This is an optimization exercise on Yosys and OpenROAD, whose aim is small area, a short achievable clock period and few clock cycles per item, not a production implementation.
The RTL was checked by simulation tests, not by an equivalence proof against the original design.
The flow treats the clock pin as an ideal source, which a real chip does not have.
No activity file was given, so power comes from the tool's default toggle rates.

==> module ogrf_dp, before the edit <==
module ogrf_dp
(
  input  logic               clk,
  input  logic               rst_n,
  input  logic               cfg_we,
  input  logic [ogrf_pkg::CFG_IW-1:0]  cfg_index,
  input  logic [ogrf_pkg::SIZE_W-1:0]  cfg_wdata,
  input  logic               in_valid,
  input  logic               in_ready,
  input  logic [ogrf_pkg::FUNC_W-1:0]  func,
  input  logic [ogrf_pkg::COORD_W-1:0] row_low,
  input  logic [ogrf_pkg::COORD_W-1:0] col_low,
  input  logic [ogrf_pkg::COORD_W-1:0] row_high,
  input  logic [ogrf_pkg::COORD_W-1:0] col_high,
  output logic               split_in,
  output logic               res_valid,
  output logic [ogrf_pkg::RES_W-1:0]   res_data
);
  logic [SIZE_W-1:0]  rows_r, cols_r;
  logic [COORD_W-1:0] stn_row_r, stn_col_r;
  always_ff @(posedge clk) begin
    if (!rst_n) begin
      rows_r    <= SIZE_W'(64);
      cols_r    <= SIZE_W'(64);
      stn_row_r <= '0;
      stn_col_r <= '0;
    end else if (cfg_we) begin
      unique case (cfg_index)
        CFG_ROWS:    rows_r    <= cfg_wdata;
        CFG_COLS:    cols_r    <= cfg_wdata;
        CFG_STN_ROW: stn_row_r <= cfg_wdata[COORD_W-1:0];
        CFG_STN_COL: stn_col_r <= cfg_wdata[COORD_W-1:0];
        default: begin
        end
      endcase
    end
  end
  logic i_rl_ok, i_rh_ok, i_cl_ok, i_ch_ok;
  logic i_mark, i_read, i_clear;
  logic i_mark_oor, i_read_oor, i_go, i_rd_go, i_stn_in, i_stn_col, i_stn_at;
  logic acc;
  assign acc = in_valid && in_ready;
  assign i_rl_ok = ({1'b0, row_low}  < rows_r);
  assign i_rh_ok = ({1'b0, row_high} < rows_r);
  assign i_cl_ok = ({1'b0, col_low}  < cols_r);
  assign i_ch_ok = ({1'b0, col_high} < cols_r);
  assign i_mark     = (func == FUNC_MARK);
  assign i_read     = (func == FUNC_READ);
  assign i_clear    = (func == FUNC_CLEAR);
  assign i_mark_oor = !(i_rl_ok && i_rh_ok && i_cl_ok && i_ch_ok);
  assign i_read_oor = !(i_rl_ok && i_cl_ok);
  assign i_go       = i_mark && !i_mark_oor;
  assign i_rd_go    = i_read && !i_read_oor;
  assign i_stn_col  = (stn_col_r >= col_low) && (stn_col_r <= col_high);
  assign i_stn_in   = (stn_row_r >= row_low) && (stn_row_r <= row_high) && i_stn_col;
  assign i_stn_at   = (row_low == stn_row_r) && (col_low == stn_col_r);
  assign split_in   = i_go && i_stn_in;
  logic [COORD_W-1:0]  i_col_end;
  logic [MAX_ROWS-1:0] i_row_in, i_row_sel, stn_row_sel;
  logic [MAX_COLS-1:0] i_col_in, stn_col_sel;
  assign i_col_end = i_read ? col_low : col_high;
  always_comb begin
    for (int r = 0; r < MAX_ROWS; r++) begin
      i_row_in[r]    = (r >= int'(row_low)) && (r <= int'(row_high));
      i_row_sel[r]   = (r == int'(row_low));
      stn_row_sel[r] = (r == int'(stn_row_r));
    end
    for (int c = 0; c < MAX_COLS; c++) begin
      i_col_in[c]    = (c >= int'(col_low)) && (c <= int'(i_col_end));
      stn_col_sel[c] = (c == int'(stn_col_r));
    end
  end
  logic                v1;        
  logic                sp1;       
  logic                keep1;     
  logic [MAX_ROWS-1:0] rm1;
  logic [MAX_COLS-1:0] cm1;
  logic [MAX_ROWS-1:0] rs1;       
  logic                oor1, stn1, need1;
  always_ff @(posedge clk) begin
    if (!rst_n) begin
      v1   <= 1'b0;
      sp1  <= 1'b0;
      keep1 <= 1'b0;
      rm1  <= '0;
    end else begin
      v1   <= acc;
      sp1  <= acc && split_in;
      keep1 <= !(acc && i_clear);
      if (sp1) begin
        rm1 <= stn_row_sel;
      end else if (acc && i_go) begin
        rm1 <= i_row_in & ~(i_stn_col ? stn_row_sel : '0);
      end else begin
        rm1 <= '0;
      end
    end
  end
  always_ff @(posedge clk) begin
    if (sp1) begin
      cm1 <= cm1 & ~stn_col_sel;
    end else begin
      cm1 <= i_col_in;
    end
  end
  always_ff @(posedge clk) begin
    rs1   <= i_row_sel;
    oor1  <= (i_mark && i_mark_oor) || (i_read && i_read_oor);
    stn1  <= i_rd_go && i_stn_at;
    need1 <= i_rd_go && !i_stn_at;
  end
  logic [MAX_ROWS-1:0] row_m;
  logic [MAX_COLS-1:0] col_m;
  logic                keep;
  assign row_m = rm1;
  assign col_m = cm1;
  assign keep  = keep1;
  logic [MAX_COLS-1:0] grid_r [MAX_ROWS];
  for (genvar r = 0; r < MAX_ROWS; r++) begin : g_row
    always_ff @(posedge clk) begin
      grid_r[r] <= (grid_r[r] & {MAX_COLS{keep}}) |
                   (col_m & {MAX_COLS{row_m[r]}});
    end
  end
  localparam int RD_GRP = 2;
  localparam int RD_W   = MAX_COLS / RD_GRP;
  logic [MAX_COLS-1:0] row_data, cell_data;
  logic [RD_W-1:0]     grp_data;
  always_comb begin
    row_data = '0;
    for (int r = 0; r < MAX_ROWS; r++) begin
      row_data = row_data | (grid_r[r] & {MAX_COLS{rs1[r]}});
    end
    cell_data = row_data & cm1;
    for (int g = 0; g < RD_W; g++) begin
      grp_data[g] = |cell_data[g*RD_GRP +: RD_GRP];
    end
  end
  logic [RD_W-1:0]     rd2;
  logic                v2;
  logic                oor2, ref2, stn2, need2;
  always_ff @(posedge clk) begin
    if (!rst_n) begin
      v2 <= 1'b0;
    end else begin
      v2 <= v1;
    end
  end
  always_ff @(posedge clk) begin
    rd2   <= grp_data;
    oor2  <= oor1;
    ref2  <= sp1;
    stn2  <= stn1;
    need2 <= need1;
  end
  logic [CELL_W-1:0] cell_st;
  always_comb begin
    cell_st = CELL_FREE;
    if (stn2) begin
      cell_st = CELL_STATION;
    end else if (need2 && (|rd2)) begin
      cell_st = CELL_OBSTACLE;
    end
  end
  assign res_valid = v2;
  assign res_data  = {oor2, ref2, cell_st};
endmodule
==> flow/config.mk <==
export PLATFORM = sky130hd
export DESIGN_NAME = occupancy_grid_rect_fill
export DESIGN_NICKNAME = occupancy_grid_rect_fill
export VERILOG_FILES = /design/flow/design.v
export SDC_FILE = /design/flow/constraint.sdc
export NUM_CORES = 8
export LEC_CHECK = 0
export CAP_MARGIN = 20
export CORE_MARGIN = 2
export CORE_UTILIZATION = 40
export SETUP_SLACK_MARGIN = 5
export SLEW_MARGIN = 20
==> flow/constraint.sdc <==
create_clock -name core_clock -period 8.0 [get_ports {clk}]
set_input_delay 1.6000 -clock core_clock [delete_from_list [all_inputs] [get_ports {clk}]]
set_output_delay 1.6000 -clock core_clock [all_outputs]
set_load 0.01 [all_outputs]
standard.sh (not shown) runs the stock make flow with config.mk's settings and CLKGATE_MAP_FILE= SYNTH_SCRIPT=/design/flow/synth_recipe.tcl, a recipe that flattens the netlist after the stock synthesis.
==> flow/flow/run.sh <==
#!/bin/bash
# Own layout flow: the standard ORFS flow (standard.sh, standard synthesis
# included), with one change: clock tree synthesis adds no dummy loads. The
# clock tree is still balanced over every register. make's full output goes
# to flow_make.log in the work folder; ORFS keeps its per-step logs under
# orfs/logs.
set -euo pipefail
export CTS_ARGS="-sink_clustering_enable -repair_clock_nets -sink_clustering_size 25 -sink_clustering_max_diameter 70 -dont_use_dummy_load"
bash standard.sh > flow_make.log 2>&1
Testbench counts at the start, summed over its fixed seeds: cycles 3,246, requests 3,200.
Rerun with:
--- a/flow/design.v
+++ b/flow/design.v
@@ -130,5 +130,5 @@
   logic i_rl_ok, i_rh_ok, i_cl_ok, i_ch_ok;
   logic i_mark, i_read, i_clear;
-  logic i_mark_oor, i_read_oor, i_go, i_rd_go, i_stn_in, i_stn_col, i_stn_at;
+  logic i_mark_oor, i_read_oor, i_go, i_rd_go, i_stn_in, i_stn_at;
   logic acc;
   assign acc = in_valid && in_ready;
@@ -144,6 +144,6 @@
   assign i_go       = i_mark && !i_mark_oor;
   assign i_rd_go    = i_read && !i_read_oor;
-  assign i_stn_col  = (stn_col_r >= col_low) && (stn_col_r <= col_high);
-  assign i_stn_in   = (stn_row_r >= row_low) && (stn_row_r <= row_high) && i_stn_col;
+  assign i_stn_in   = (stn_row_r >= row_low) && (stn_row_r <= row_high) &&
+                      (stn_col_r >= col_low) && (stn_col_r <= col_high);
   assign i_stn_at   = (row_low == stn_row_r) && (col_low == stn_col_r);
   assign split_in   = i_go && i_stn_in;
@@ -165,4 +165,5 @@
   logic                v1;        
   logic                sp1;       
+  logic                ph2;       
   logic                keep1;     
   logic [MAX_ROWS-1:0] rm1;
@@ -174,4 +175,5 @@
       v1   <= 1'b0;
       sp1  <= 1'b0;
+      ph2  <= 1'b0;
       keep1 <= 1'b0;
       rm1  <= '0;
@@ -179,9 +181,10 @@
       v1   <= acc;
       sp1  <= acc && split_in;
+      ph2  <= sp1;
       keep1 <= !(acc && i_clear);
       if (sp1) begin
         rm1 <= stn_row_sel;
       end else if (acc && i_go) begin
-        rm1 <= i_row_in & ~(i_stn_col ? stn_row_sel : '0);
+        rm1 <= i_row_in & ~(split_in ? stn_row_sel : '0);
       end else begin
         rm1 <= '0;
@@ -190,7 +193,5 @@
   end
   always_ff @(posedge clk) begin
-    if (sp1) begin
-      cm1 <= cm1 & ~stn_col_sel;
-    end else begin
+    if (!sp1) begin
       cm1 <= i_col_in;
     end
@@ -206,5 +207,5 @@
   logic                keep;
   assign row_m = rm1;
-  assign col_m = cm1;
+  assign col_m = ph2 ? (cm1 & ~stn_col_sel) : cm1;
   assign keep  = keep1;
   logic [MAX_COLS-1:0] grid_r [MAX_ROWS];
@@ -215,5 +216,5 @@
     end
   end
-  localparam int RD_GRP = 2;
+  localparam int RD_GRP = 4;
   localparam int RD_W   = MAX_COLS / RD_GRP;
   logic [MAX_COLS-1:0] row_data, cell_data;
What happened: Flip-flop and latch count decreases by 15. Final cell count is lower by 2.1%. Critical path depth grows by 2. Count of clock-buffer cells in the layout is unchanged. Power barely changes. Die area barely changes. Synthesized cell count drops by 2.3%. Design area barely changes. Setup slack gets worse by 0.15 ns. Global-route usage barely changes. Synthesized area hardly moves. Sequential power stays flat. Combinational power increases by about 2%.
Testbench counts after the change, summed over its fixed seeds: cycles 3,246, requests 3,200.

========
occupancy_grid_rect_fill again, from the RTL that the note above started with.
clock: 8.0 ns
lec_check: 0
cap_margin: 20
core_margin: 2
core_utilization: 40
setup_slack_margin: 5
slew_margin: 20
==> flow/flow/run.sh <==
#!/bin/bash
# Own layout flow: the standard ORFS flow (standard.sh, standard synthesis
# included), with two changes: clock tree synthesis adds no dummy loads (the
# tree is still balanced over every register), and the resize, clock tree and
# global route steps estimate signal wires on met1/met2 30% more pessimistically
# (flow/rc_scale.tcl) before their repairs. make's full output goes to
# flow_make.log in the work folder; ORFS keeps its per-step logs under orfs/logs.
set -euo pipefail
export CTS_ARGS="-sink_clustering_enable -repair_clock_nets -sink_clustering_size 25 -sink_clustering_max_diameter 70 -dont_use_dummy_load"
RC="$(pwd)/flow/rc_scale.tcl"
export PRE_RESIZE_TCL="$RC" PRE_CTS_TCL="$RC" PRE_GLOBAL_ROUTE_TCL="$RC"
bash standard.sh > flow_make.log 2>&1
==> flow/flow/rc_scale.tcl <==
set rc_k 1.3
set_layer_rc -layer met1 -capacitance [expr {1.72375E-04 * $rc_k}] -resistance [expr {8.929e-04 * $rc_k}]
set_layer_rc -layer met2 -capacitance [expr {1.36233E-04 * $rc_k}] -resistance [expr {8.929e-04 * $rc_k}]
set_wire_rc -signal -layer met1
Testbench counts at the start, summed over its fixed seeds: cycles 3,246, requests 3,200.
Rerun with:
--- a/flow/design.v
+++ b/flow/design.v
@@ -211,13 +211,13 @@
   for (genvar r = 0; r < MAX_ROWS; r++) begin : g_row
     always_ff @(posedge clk) begin
       grid_r[r] <= (grid_r[r] & {MAX_COLS{keep}}) |
                    (col_m & {MAX_COLS{row_m[r]}});
     end
   end
-  localparam int RD_GRP = 2;
+  localparam int RD_GRP = 1;
   localparam int RD_W   = MAX_COLS / RD_GRP;
   logic [MAX_COLS-1:0] row_data, cell_data;
   logic [RD_W-1:0]     grp_data;
   always_comb begin
     row_data = '0;
     for (int r = 0; r < MAX_ROWS; r++) begin
=> The changed run completed with no timing, DRC or antenna violations; design area drops by 2.5%; wire length went down by 4.1%; power shrinks by 0.65%; via count drops by 2.2%; final cell count is lower by 1.3%; sequential power hardly moves; critical path depth does not change.
Testbench counts after the change, summed over its fixed seeds: cycles 3,246, requests 3,200.

========
occupancy_grid_rect_fill, a different RTL version from the one above (not shown whole).
Size in the first run: about 18000 cells after synthesis, roughly 4400 flip-flops.
==> module ogrf_dp, before the edit <==
module ogrf_dp
(
  input  logic               clk,
  input  logic               rst_n,
  input  logic               cfg_we,
  input  logic [ogrf_pkg::CFG_IW-1:0]  cfg_index,
  input  logic [ogrf_pkg::SIZE_W-1:0]  cfg_wdata,
  input  logic               in_valid,
  input  logic               in_ready,
  input  logic [ogrf_pkg::FUNC_W-1:0]  func,
  input  logic [ogrf_pkg::COORD_W-1:0] row_low,
  input  logic [ogrf_pkg::COORD_W-1:0] col_low,
  input  logic [ogrf_pkg::COORD_W-1:0] row_high,
  input  logic [ogrf_pkg::COORD_W-1:0] col_high,
  output logic               split_in,
  output logic               res_valid,
  output logic [ogrf_pkg::RES_W-1:0]   res_data
);
  logic [SIZE_W-1:0]  rows_r, cols_r;
  logic [COORD_W-1:0] stn_row_r, stn_col_r;
  always_ff @(posedge clk) begin
    if (!rst_n) begin
      rows_r    <= SIZE_W'(64);
      cols_r    <= SIZE_W'(64);
      stn_row_r <= '0;
      stn_col_r <= '0;
    end else if (cfg_we) begin
      unique case (cfg_index)
        CFG_ROWS:    rows_r    <= cfg_wdata;
        CFG_COLS:    cols_r    <= cfg_wdata;
        CFG_STN_ROW: stn_row_r <= cfg_wdata[COORD_W-1:0];
        CFG_STN_COL: stn_col_r <= cfg_wdata[COORD_W-1:0];
        default: begin
        end
      endcase
    end
  end
  logic i_rl_ok, i_rh_ok, i_cl_ok, i_ch_ok;
  logic i_mark, i_read, i_clear;
  logic i_mark_oor, i_read_oor, i_go, i_rd_go, i_stn_in, i_stn_col, i_stn_at;
  logic acc;
  assign acc = in_valid && in_ready;
  assign i_rl_ok = ({1'b0, row_low}  < rows_r);
  assign i_rh_ok = ({1'b0, row_high} < rows_r);
  assign i_cl_ok = ({1'b0, col_low}  < cols_r);
  assign i_ch_ok = ({1'b0, col_high} < cols_r);
  assign i_mark     = (func == FUNC_MARK);
  assign i_read     = (func == FUNC_READ);
  assign i_clear    = (func == FUNC_CLEAR);
  assign i_mark_oor = !(i_rl_ok && i_rh_ok && i_cl_ok && i_ch_ok);
  assign i_read_oor = !(i_rl_ok && i_cl_ok);
  assign i_go       = i_mark && !i_mark_oor;
  assign i_rd_go    = i_read && !i_read_oor;
  assign i_stn_col  = (stn_col_r >= col_low) && (stn_col_r <= col_high);
  assign i_stn_in   = (stn_row_r >= row_low) && (stn_row_r <= row_high) && i_stn_col;
  assign i_stn_at   = (row_low == stn_row_r) && (col_low == stn_col_r);
  assign split_in   = i_go && i_stn_in;
  logic [COORD_W-1:0]  i_col_end;
  logic [MAX_ROWS-1:0] i_row_in, i_row_sel, stn_row_sel;
  logic [MAX_COLS-1:0] i_col_in, stn_col_sel;
  assign i_col_end = i_read ? col_low : col_high;
  always_comb begin
    for (int r = 0; r < MAX_ROWS; r++) begin
      i_row_in[r]    = (r >= int'(row_low)) && (r <= int'(row_high));
      i_row_sel[r]   = (r == int'(row_low));
      stn_row_sel[r] = (r == int'(stn_row_r));
    end
    for (int c = 0; c < MAX_COLS; c++) begin
      i_col_in[c]    = (c >= int'(col_low)) && (c <= int'(i_col_end));
      stn_col_sel[c] = (c == int'(stn_col_r));
    end
  end
  logic                v1;        
  logic                sp1;       
  logic                ph2;       
  logic                keep1;     
  logic                wr1;       
  logic                ex1;       
  logic [MAX_ROWS-1:0] rm1;
  logic [MAX_COLS-1:0] cm1;
  logic [MAX_ROWS-1:0] rs1;       
  logic                oor1, stn1, need1;
  always_ff @(posedge clk) begin
    if (!rst_n) begin
      v1   <= 1'b0;
      sp1  <= 1'b0;
      ph2  <= 1'b0;
      keep1 <= 1'b0;
      wr1  <= 1'b0;
      ex1  <= 1'b0;
    end else begin
      v1   <= acc;
      sp1  <= acc && split_in;
      ph2  <= sp1;
      keep1 <= !(acc && i_clear);
      wr1  <= sp1 || (acc && i_go);
      ex1  <= !sp1 && i_stn_col;
    end
  end
  always_ff @(posedge clk) begin
    if (sp1) begin
      rm1 <= stn_row_sel;
    end else begin
      rm1 <= i_row_in;
    end
  end
  always_ff @(posedge clk) begin
    if (!sp1) begin
      cm1 <= i_col_in;
    end
  end
  always_ff @(posedge clk) begin
    rs1   <= i_row_sel;
    oor1  <= (i_mark && i_mark_oor) || (i_read && i_read_oor);
    stn1  <= i_rd_go && i_stn_at;
    need1 <= i_rd_go && !i_stn_at;
  end
  logic [MAX_ROWS-1:0] row_m;
  logic [MAX_COLS-1:0] col_m;
  logic                keep;
  assign row_m = rm1 & {MAX_ROWS{wr1}} & ~(ex1 ? stn_row_sel : '0);
  assign col_m = ph2 ? (cm1 & ~stn_col_sel) : cm1;
  assign keep  = keep1;
  logic [MAX_COLS-1:0] grid_r [MAX_ROWS];
  for (genvar r = 0; r < MAX_ROWS; r++) begin : g_row
    always_ff @(posedge clk) begin
      grid_r[r] <= (grid_r[r] & {MAX_COLS{keep}}) |
                   (col_m & {MAX_COLS{row_m[r]}});
    end
  end
  localparam int RD_GRP = 2;
  localparam int RD_W   = MAX_COLS / RD_GRP;
  logic [MAX_COLS-1:0] row_data, cell_data;
  logic [RD_W-1:0]     grp_data;
  always_comb begin
    row_data = '0;
    for (int r = 0; r < MAX_ROWS; r++) begin
      row_data = row_data | (grid_r[r] & {MAX_COLS{rs1[r]}});
    end
    cell_data = row_data & cm1;
    for (int g = 0; g < RD_W; g++) begin
      grp_data[g] = |cell_data[g*RD_GRP +: RD_GRP];
    end
  end
  logic [RD_W-1:0]     rd2;
  logic                v2;
  logic                oor2, ref2, stn2, need2;
  always_ff @(posedge clk) begin
    if (!rst_n) begin
      v2 <= 1'b0;
    end else begin
      v2 <= v1;
    end
  end
  always_ff @(posedge clk) begin
    rd2   <= grp_data;
    oor2  <= oor1;
    ref2  <= sp1;
    stn2  <= stn1;
    need2 <= need1;
  end
  logic [CELL_W-1:0] cell_st;
  always_comb begin
    cell_st = CELL_FREE;
    if (stn2) begin
      cell_st = CELL_STATION;
    end else if (need2 && (|rd2)) begin
      cell_st = CELL_OBSTACLE;
    end
  end
  assign res_valid = v2;
  assign res_data  = {oor2, ref2, cell_st};
endmodule
Settings: LEC_CHECK=0, CAP_MARGIN=30, CORE_MARGIN=2, CORE_UTILIZATION=40, SETUP_SLACK_MARGIN=5, SLEW_MARGIN=30; clock period 8.0 ns.
==> flow/flow/run.sh <==
#!/bin/bash
# Own layout flow: the standard ORFS flow (standard.sh, standard synthesis
# included), with one change: clock tree synthesis adds no dummy loads. The
# clock tree is still balanced over every register. make's full output goes
# to flow_make.log in the work folder; ORFS keeps its per-step logs under
# orfs/logs.
set -euo pipefail
export CTS_ARGS="-sink_clustering_enable -repair_clock_nets -sink_clustering_size 25 -sink_clustering_max_diameter 70 -dont_use_dummy_load"
bash standard.sh > flow_make.log 2>&1
The baseline reached the layout checks and failed them: antenna rules, slew limit.
Testbench counts at the start, summed over its fixed seeds: cycles 3,246, requests 3,200.
Then changed:
--- a/flow/design.v
+++ b/flow/design.v
@@ -166,9 +166,8 @@
   logic                sp1;       
   logic                ph2;       
   logic                keep1;     
   logic                wr1;       
-  logic                ex1;       
   logic [MAX_ROWS-1:0] rm1;
   logic [MAX_COLS-1:0] cm1;
   logic [MAX_ROWS-1:0] rs1;       
   logic                oor1, stn1, need1;
@@ -178,23 +177,21 @@
       sp1  <= 1'b0;
       ph2  <= 1'b0;
       keep1 <= 1'b0;
       wr1  <= 1'b0;
-      ex1  <= 1'b0;
     end else begin
       v1   <= acc;
       sp1  <= acc && split_in;
       ph2  <= sp1;
       keep1 <= !(acc && i_clear);
       wr1  <= sp1 || (acc && i_go);
-      ex1  <= !sp1 && i_stn_col;
     end
   end
   always_ff @(posedge clk) begin
     if (sp1) begin
       rm1 <= stn_row_sel;
     end else begin
-      rm1 <= i_row_in;
+      rm1 <= i_row_in & ~(i_stn_col ? stn_row_sel : '0);
     end
   end
   always_ff @(posedge clk) begin
     if (!sp1) begin
@@ -209,9 +206,9 @@
   end
   logic [MAX_ROWS-1:0] row_m;
   logic [MAX_COLS-1:0] col_m;
   logic                keep;
-  assign row_m = rm1 & {MAX_ROWS{wr1}} & ~(ex1 ? stn_row_sel : '0);
+  assign row_m = rm1 & {MAX_ROWS{wr1}};
   assign col_m = ph2 ? (cm1 & ~stn_col_sel) : cm1;
   assign keep  = keep1;
   logic [MAX_COLS-1:0] grid_r [MAX_ROWS];
   for (genvar r = 0; r < MAX_ROWS; r++) begin : g_row
@@ -219,9 +216,9 @@
       grid_r[r] <= (grid_r[r] & {MAX_COLS{keep}}) |
                    (col_m & {MAX_COLS{row_m[r]}});
     end
   end
-  localparam int RD_GRP = 2;
+  localparam int RD_GRP = 4;
   localparam int RD_W   = MAX_COLS / RD_GRP;
   logic [MAX_COLS-1:0] row_data, cell_data;
   logic [RD_W-1:0]     grp_data;
   always_comb begin
With this change the flow went through all stages and came out clean.
Cell count drops by 0.72%.
Design area decreases by 0.40%.
Sequential power is about the same.
Combinational power rose by about 4%.
Hold slack loses 0.028 ns.
Utilization went down by 0.46 points.
Clock skew drops by 0.054 ns.
Wire length grows by 1.7%.
Testbench counts after the change, summed over its fixed seeds: cycles 3,246, requests 3,200.

[static timing again, ports no longer ideal]
The results above use ideal ports. As a check the final layouts listed here were re-extracted and re-timed, cells and wires unchanged. Step 1 (the two cells are an assumption about what drives the block):
set clk [get_ports {clk}]
set_driving_cell -lib_cell sky130_fd_sc_hd__clkbuf_16 $clk
set_driving_cell -lib_cell sky130_fd_sc_hd__buf_2 [delete_from_list [all_inputs] $clk]
Step 2 adds t to the input delays and takes it off the output delays; t is the mean of the earliest and latest rising clock arrival at the registers after step 1. Input paths then give back, and output paths get back, about the clock's delay inside the block. a / b / c = no drivers / after step 1 / after step 2; a / b = the first two.
run	t (ns)	setup slack, ns	worst register clock-pin slew, ns
the first run of note 1	1.065	4.809 / 4.809 / 4.022	0.11 / 0.11
the second run of note 1	1.066	4.663 / 4.663 / 3.805	0.11 / 0.11
the first run of note 2	1.077	4.942 / 4.813 / 4.044	0.11 / 0.11
the second run of note 2	1.060	4.946 / 4.831 / 4.143	0.11 / 0.11
the first run of note 3	1.086	4.671 / 4.671 / 4.052	0.11 / 0.11
the second run of note 3	1.082	4.750 / 4.750 / 4.017	0.11 / 0.11
The setup slack of the first run of note 2, which loses most, moves by -0.129 ns with the drivers and by -0.898 ns with both steps.
